What follows belongs to an exercise in optimizing a design on an open flow for small area and a short achievable clock period; a production flow would make more cautious choices.
In this exercise RTL edits were held to simulation tests only and were not proved equivalent to the original.
No activity file was given, so power comes from the tool's default toggle rates.

`config.mk`:
```
export PLATFORM = sky130hd
export DESIGN_NAME = coreriscv_axi4_acquire_saf_queue
export DESIGN_NICKNAME = coreriscv_axi4_acquire_saf_queue
export VERILOG_FILES = /design/flow/design.v
export SDC_FILE = /design/flow/constraint.sdc
export NUM_CORES = 4
export LEC_CHECK = 0
export CAP_MARGIN = 20
export CORE_MARGIN = 2
export CORE_UTILIZATION = 40
export SLEW_MARGIN = 20
```
`constraint.sdc`:
```
create_clock -name core_clock -period 5.0 [get_ports {clk}]
set_input_delay 1.0000 -clock core_clock [delete_from_list [all_inputs] [get_ports {clk}]]
set_output_delay 1.0000 -clock core_clock [all_outputs]
set_load 0.01 [all_outputs]
```
`design.v`:
```
package coreriscv_axi4_tl_pkg;
  localparam int HDR_W = 2;
  localparam int ADDR_BLOCK_W = 26;
  localparam int XACT_ID_W = 1;
  localparam int ADDR_BEAT_W = 3;
  localparam int BUILTIN_W = 1;
  localparam int A_TYPE_W = 3;
  localparam int UNION_W = 12;
  localparam int DATA_W = 64;
  localparam logic [A_TYPE_W-1:0] ACQ_PUT_BLOCK = 3'h3;
  localparam int BEATS_PER_BLOCK = 8;
  localparam int BEAT_W = 2 * HDR_W + ADDR_BLOCK_W + XACT_ID_W + ADDR_BEAT_W
                        + BUILTIN_W + A_TYPE_W + UNION_W + DATA_W;
endpackage
module coreriscv_axi4_acquire_fifo_ram #(
  parameter int DEPTH = 16,
  parameter int AW = $clog2(DEPTH),
  parameter int W = coreriscv_axi4_tl_pkg::BEAT_W
) (
  input  logic clk,
  input  logic we_i,
  input  logic [AW-1:0] waddr_i,
  input  logic [W-1:0] wdata_i,
  input  logic [AW-1:0] raddr_i,
  output logic [W-1:0] rdata_o
);
  logic [W-1:0] mem [DEPTH];
  always_ff @(posedge clk) if (we_i) mem[waddr_i] <= wdata_i;
  assign rdata_o = mem[raddr_i];
endmodule
module coreriscv_axi4_acquire_saf_queue
#(
  parameter int DEPTH = 16,
  parameter int CNT_W = $clog2(DEPTH) + 1
) (
  input  logic clk,
  input  logic reset,
  output logic io_in_ready,
  input  logic io_in_valid,
  input  logic [1:0] io_in_bits_header_src,
  input  logic [1:0] io_in_bits_header_dst,
  input  logic [25:0] io_in_bits_payload_addr_block,
  input  logic [0:0] io_in_bits_payload_client_xact_id,
  input  logic [2:0] io_in_bits_payload_addr_beat,
  input  logic [0:0] io_in_bits_payload_is_builtin_type,
  input  logic [2:0] io_in_bits_payload_a_type,
  input  logic [11:0] io_in_bits_payload_union,
  input  logic [63:0] io_in_bits_payload_data,
  input  logic io_out_ready,
  output logic io_out_valid,
  output logic [1:0] io_out_bits_header_src,
  output logic [1:0] io_out_bits_header_dst,
  output logic [25:0] io_out_bits_payload_addr_block,
  output logic [0:0] io_out_bits_payload_client_xact_id,
  output logic [2:0] io_out_bits_payload_addr_beat,
  output logic [0:0] io_out_bits_payload_is_builtin_type,
  output logic [2:0] io_out_bits_payload_a_type,
  output logic [11:0] io_out_bits_payload_union,
  output logic [63:0] io_out_bits_payload_data,
  output logic [CNT_W-1:0] io_count,
  output logic [CNT_W-1:0] io_msgs
);
  localparam int AW = $clog2(DEPTH);
  localparam logic [2:0] LAST_BEAT = 3'(coreriscv_axi4_tl_pkg::BEATS_PER_BLOCK - 1);
  if (DEPTH < 8 || (DEPTH & (DEPTH - 1)) != 0) begin : g_bad_depth
    $error("DEPTH must be a power of 2 and at least 8");
  end
  logic [AW-1:0] wr_ptr_q, wr_ptr_d, rd_ptr_q, rd_ptr_d;
  logic [CNT_W-1:0] count_q, count_d, msgs_q, msgs_d;
  logic [2:0] in_beat_q, in_beat_d, out_beat_q, out_beat_d;
  logic enq, deq, in_multi, out_multi, in_last, out_last;
  logic [coreriscv_axi4_tl_pkg::BEAT_W-1:0] in_w, head_w;
  assign in_w = {
    io_in_bits_header_src,
    io_in_bits_header_dst,
    io_in_bits_payload_addr_block,
    io_in_bits_payload_client_xact_id,
    io_in_bits_payload_addr_beat,
    io_in_bits_payload_is_builtin_type,
    io_in_bits_payload_a_type,
    io_in_bits_payload_union,
    io_in_bits_payload_data
  };
  always_comb begin
    io_in_ready = count_q != CNT_W'(DEPTH);
    io_out_valid = count_q != '0 && msgs_q != '0;
    enq = io_in_valid && io_in_ready;
    deq = io_out_valid && io_out_ready;
    in_multi = in_w[79] && in_w[78:76] == coreriscv_axi4_tl_pkg::ACQ_PUT_BLOCK;
    out_multi = head_w[79] && head_w[78:76] == coreriscv_axi4_tl_pkg::ACQ_PUT_BLOCK;
    in_last = !in_multi || in_beat_q == LAST_BEAT;
    out_last = !out_multi || out_beat_q == LAST_BEAT;
    wr_ptr_d = enq ? wr_ptr_q + AW'(1) : wr_ptr_q;
    rd_ptr_d = deq ? rd_ptr_q + AW'(1) : rd_ptr_q;
    in_beat_d = enq && in_multi ? (in_last ? 3'd0 : in_beat_q + 3'd1) : in_beat_q;
    out_beat_d = deq && out_multi ? (out_last ? 3'd0 : out_beat_q + 3'd1) : out_beat_q;
    count_d = count_q + CNT_W'(enq) - CNT_W'(deq);
    msgs_d = msgs_q + CNT_W'(enq && in_last) - CNT_W'(deq && out_last);
  end
  always_ff @(posedge clk or posedge reset) begin
    if (reset) begin
      wr_ptr_q <= '0;
      rd_ptr_q <= '0;
      count_q <= '0;
      msgs_q <= '0;
      in_beat_q <= '0;
      out_beat_q <= '0;
    end else begin
      wr_ptr_q <= wr_ptr_d;
      rd_ptr_q <= rd_ptr_d;
      count_q <= count_d;
      msgs_q <= msgs_d;
      in_beat_q <= in_beat_d;
      out_beat_q <= out_beat_d;
    end
  end
  coreriscv_axi4_acquire_fifo_ram #(.DEPTH(DEPTH), .AW(AW)) u_ram (
    .clk(clk),
    .we_i(enq),
    .waddr_i(wr_ptr_q),
    .wdata_i(in_w),
    .raddr_i(rd_ptr_q),
    .rdata_o(head_w)
  );
  assign io_out_bits_header_src = head_w[113:112];
  assign io_out_bits_header_dst = head_w[111:110];
  assign io_out_bits_payload_addr_block = head_w[109:84];
  assign io_out_bits_payload_client_xact_id = head_w[83];
  assign io_out_bits_payload_addr_beat = head_w[82:80];
  assign io_out_bits_payload_is_builtin_type = head_w[79];
  assign io_out_bits_payload_a_type = head_w[78:76];
  assign io_out_bits_payload_union = head_w[75:64];
  assign io_out_bits_payload_data = head_w[63:0];
  assign io_count = count_q;
  assign io_msgs = msgs_q;
endmodule
```
`run.sh`:
```
#!/bin/bash
# synth_recipe.tcl (not shown) runs the flow's synth.tcl, then flattens the netlist and writes it again
# the make line also repeats each setting of config.mk as NAME=value (left out here)
make -C /OpenROAD-flow-scripts/flow DESIGN_CONFIG=/design/flow/config.mk WORK_HOME=/design/flow/orfs CLKGATE_MAP_FILE= SYNTH_SCRIPT=/design/flow/synth_recipe.tcl finish
```
==> impl_results.md <==
* Startpoint of the worst register-to-register path: rd_ptr_q[0]$_DFFE_PP0P_
* Clock net sink count at 1,848
* Utilization after layout at 0.472
* Global-route total usage across every layer at 0.181
* DRC errors left at 0
* Number of nets with antenna violations after routing at 0
* Per-instance average area after synthesis at 25.9 µm²
* Vias after detailed routing at 30,534
* Max-Cap Viols at 0
* Final Hold Slack at 0.476 ns
* Worst Path Arrival at 3.78 ns
* First drt pass iteration count at 5
* RSZ-0062 raised after global routing: false
* Clock buffer count from CTS at 185
* Biggest area consumer among synthesized cells: edfxtp_1
* Critical Path RT at 4.00 ns
* Synthesized net count at 2,831
* Least-Margin Pin Slew at 0.929 ns
* Clock transition at path regs at 0.06 ns
* Achievable Freq at 0.209 GHz
* Total standard cell area after synthesis at 69,700 µm²
* Power per Cell Area at 577 nW/µm²
* Sum of negative setup slack at 0 ns
* Fraction of synthesized cell area taken by the top area cell type at 0.786
* Period utilisation layout at 0.956
* Instance count after placement with tap cells included at 5,208
* Leakage power at 25.2 nW
* Final cell count without fillers at 5,554
* Largest buffer count on any clock path at 3
* Depth of the most critical reg-to-reg path at 15
* Average wire length per cell after detail routing at 29.0 µm
* Worst setup slack after placement at 0.883 ns
* Final HPWL from detailed placement at 78,800 µm
* Vias/cell at 5.50
* I/O pins at 244
* Startpoint kind of the worst setup timing path: flop
* Hold-fix buffer count after cts at 0
* Library cells used by synthesis at 36
* Crit path setup slack, layout at 0.222 ns
* Die Width at 421 µm
* Worst R2R Setup Slack at 1.14 ns
* Worst slew slack as a fraction of its limit at 0.377
* Startpoint of the tightest hold check path: out_beat_q[0]$_DFFE_PP0P_
* Wire length of the first global-routing pass at 231,000 µm
* Yosys Warn Count at 2
* Weighted congestion at the end of routability-driven global placement at 0.710
* Depth of the CTS H-tree at 4
* Number of antenna violations at the first check in global routing at 22
* Starting Density at 0.402
* Clock root buffer: clkbuf_16
* Standard-cell row count at 153
* Post-synthesis sequential area ratio at 0.794
* Main area contributors after synthesis: edfxtp_1 79%, mux4_2 18%, dfrtp_1 0.86%
* Number of buffers added on ports at 243
* Flip-flop and latch count after synthesis at 1,848
* End point of the worst hold path: out_beat_q[0]$_DFFE_PP0P_
* Critical R2R Capture: msgs_q[4]$_DFF_PP0_
* GRT overflow at 0
* Final-report hold violation count at 0
* Via count of the first global-routing pass at 32,727
* Overall die area at 178,000 µm²
* Initial drt markers at 2,413
* Setup violations, final at 0
* TritonCTS clock tree: yes
* Largest net degree at the start of global routing at 69
* Count of cells along the worst hold path at 1
* Share of layout cells above drive strength 1 at 0.288
* Placeable Area at 173,000 µm²
* Later-pin clock latency in the skew report at 0.83 ns
* Result of the run: timing/DRC/antenna clean
* Post-synthesis to final-layout area growth at 17.4%
* Number of nets in the finished design at 3,213
* IR Drop Worst-Case VDD at 0.364 mV
* Maximum fanout along the worst path at 26
* Aggregate routed wire length at 161,000 µm
* Clock skew after layout at 0.0290 ns
* Critical Setup Path Class: flop to output pin
* Number of instances in the synthesized netlist at 2,690
* Type of the worst min-delay path: flop to flop
* Post-layout min period at 4.78 ns
* Die boundary height at 421 µm
* Endpoint class of the critical path: output pin
* Max-slew violation total from the final report at 0
## cell families after synthesis
kind of cell	share of synthesized area
buffers and inverters	0.00996
multiplexers	0.183
adder cells (fa/ha/maj)	0.00434
XOR/XNOR	0.00176
flip-flops	0.794
AND/OR/NAND/NOR	0.00463
AO/OA/AOI/OAI	0.00170
## cell usage in the layout (no fill, tap or decap), types with 5 or more instances in the layout
cell,instances
clkinv_1,44
clkbuf_1,40
nand3_1,8
xnor2_1,11
mux4_2,566
buf_12,53
buf_4,29
clkdlybuf4s50_1,243
inv_1,21
diode_2,11
inv_16,5
nand2_1,15
bufinv_16,17
ha_1,21
nor2_1,11
dfrtp_1,20
clkinv_2,22
nor2_4,12
clkinvlp_4,10
clkbuf_16,186
edfxtp_1,1824
## registers in the layout, summed over array words and instances, names as in the netlist
| signal | count |
|---|---|
| rd_ptr_q | 4 |
| wr_ptr_q | 4 |
| out_beat_q | 3 |
| in_beat_q | 3 |
| count_q | 5 |
| msgs_q | 5 |
| u_ram.mem | 1824 |
## power breakdown
part           internal, mW  switching, mW  leakage (nW)
clock network          7.73           5.75          2.85
logic                  7.40           7.05          5.63
registers              18.7          0.605          16.8
## Yosys cell counts
| cell type | number |
|---|---|
| a21o_1 | 2 |
| a21oi_1 | 4 |
| a22oi_1 | 3 |
| a22oi_2 | 1 |
| a31oi_1 | 1 |
| and2_1 | 1 |
| buf_1 | 8 |
| buf_2 | 48 |
| buf_4 | 2 |
| buf_6 | 7 |
| clkbuf_1 | 66 |
| dfrtp_1 | 24 |
| edfxtp_1 | 1824 |
| fa_1 | 2 |
| ha_1 | 21 |
| inv_1 | 22 |
| mux2_2 | 3 |
| mux4_2 | 566 |
| nand2_1 | 15 |
| nand2b_1 | 2 |
| nand3_1 | 8 |
| nand3_2 | 1 |
| nand4_1 | 2 |
| nand4b_1 | 1 |
| nand4b_4 | 1 |
| nor2_1 | 23 |
| nor2b_1 | 4 |
| nor3_1 | 4 |
| nor4b_1 | 1 |
| o21ai_0 | 4 |
| o21ai_1 | 1 |
| o41ai_1 | 2 |
| or2_2 | 1 |
| or3_1 | 1 |
| xnor2_1 | 11 |
| xor2_1 | 3 |
## stage by stage
stage	total power [mW]	area [µm²]
detailed placement	34.4	75900
global route	49.2	81800
CTS	47.9	81800
floorplan	28.5	69700
global placement	34.1	75900
finish	47.2	81800
## cell type report
class	instances	area, µm²
Clock inverter	107	1100
Multi-Input combinational cell	689	13800
Inverter	22	82.6
Tap cell	2325	2910
Sequential cell	1848	55400
Timing Repair Buffer	326	3740
Fill cell	13911	91600
Clock buffer	226	4800
Antenna cell	11	27.5
## routing by layer
metal  GRT usage  routed length (µm)
met5           0                  54
met4      0.0619                4560
met2       0.301               81600
met3      0.0334                8940
met1       0.241               65800
## repair_timing
item	in CTS	in global routing
setup endpoints to repair	11	1
gates resized for setup	0	0
setup buffers	1	1
## how the worst max path moves through the flow
stage               cells past startpoint                                 to  slack (ns)                    start
global route                            5  io_out_bits_payload_addr_block[9]        0.07  rd_ptr_q[0]$_DFFE_PP0P_
finish                                  5  io_out_bits_payload_addr_block[9]        0.22  rd_ptr_q[0]$_DFFE_PP0P_
floorplan                               4         u_ram.mem[15][0]$_DFFE_PP_       -1.91              io_in_valid
CTS                                     4       io_out_bits_payload_data[47]        0.06  rd_ptr_q[1]$_DFFE_PP0P_
detailed placement                      5  io_out_bits_payload_addr_block[9]        0.88  rd_ptr_q[0]$_DFFE_PP0P_
global placement                        5  io_out_bits_payload_addr_block[9]        0.93  rd_ptr_q[0]$_DFFE_PP0P_
## critical path: stages, from the launching register on
cell and delay (ns):
dfrtp_4 0.70, buf_4 0.33, buf_12 0.27, mux4_2 0.54
mux4_2 0.56, clkdlybuf4s50_1 0.52

[separate check: timing with driven ports]
Ports are ideal in the flow. The routed layout listed here was re-timed in OpenROAD.
Step 1: set_driving_cell puts a clkbuf_16 on clk and a buf_2 on each other input, an assumption about the parent block.
Step 2 times the ports against the registers' clock, not the clock port: input delays grow and output delays shrink by t, the midpoint of the rising clock arrivals with the driver on.
a / b / c = ideal ports / drivers / drivers and shift; a / b = the first two.
shift t [ns]: 0.889
setup WS [ns]: 0.222 / 0.146 / 1.036
worst setup path at the end: register to output
worst slew at a driven data input, ns: 0.17
After both steps this run still meets setup and hold. The setup slack of this run moves by -0.076 ns with the drivers and by +0.814 ns with both steps.
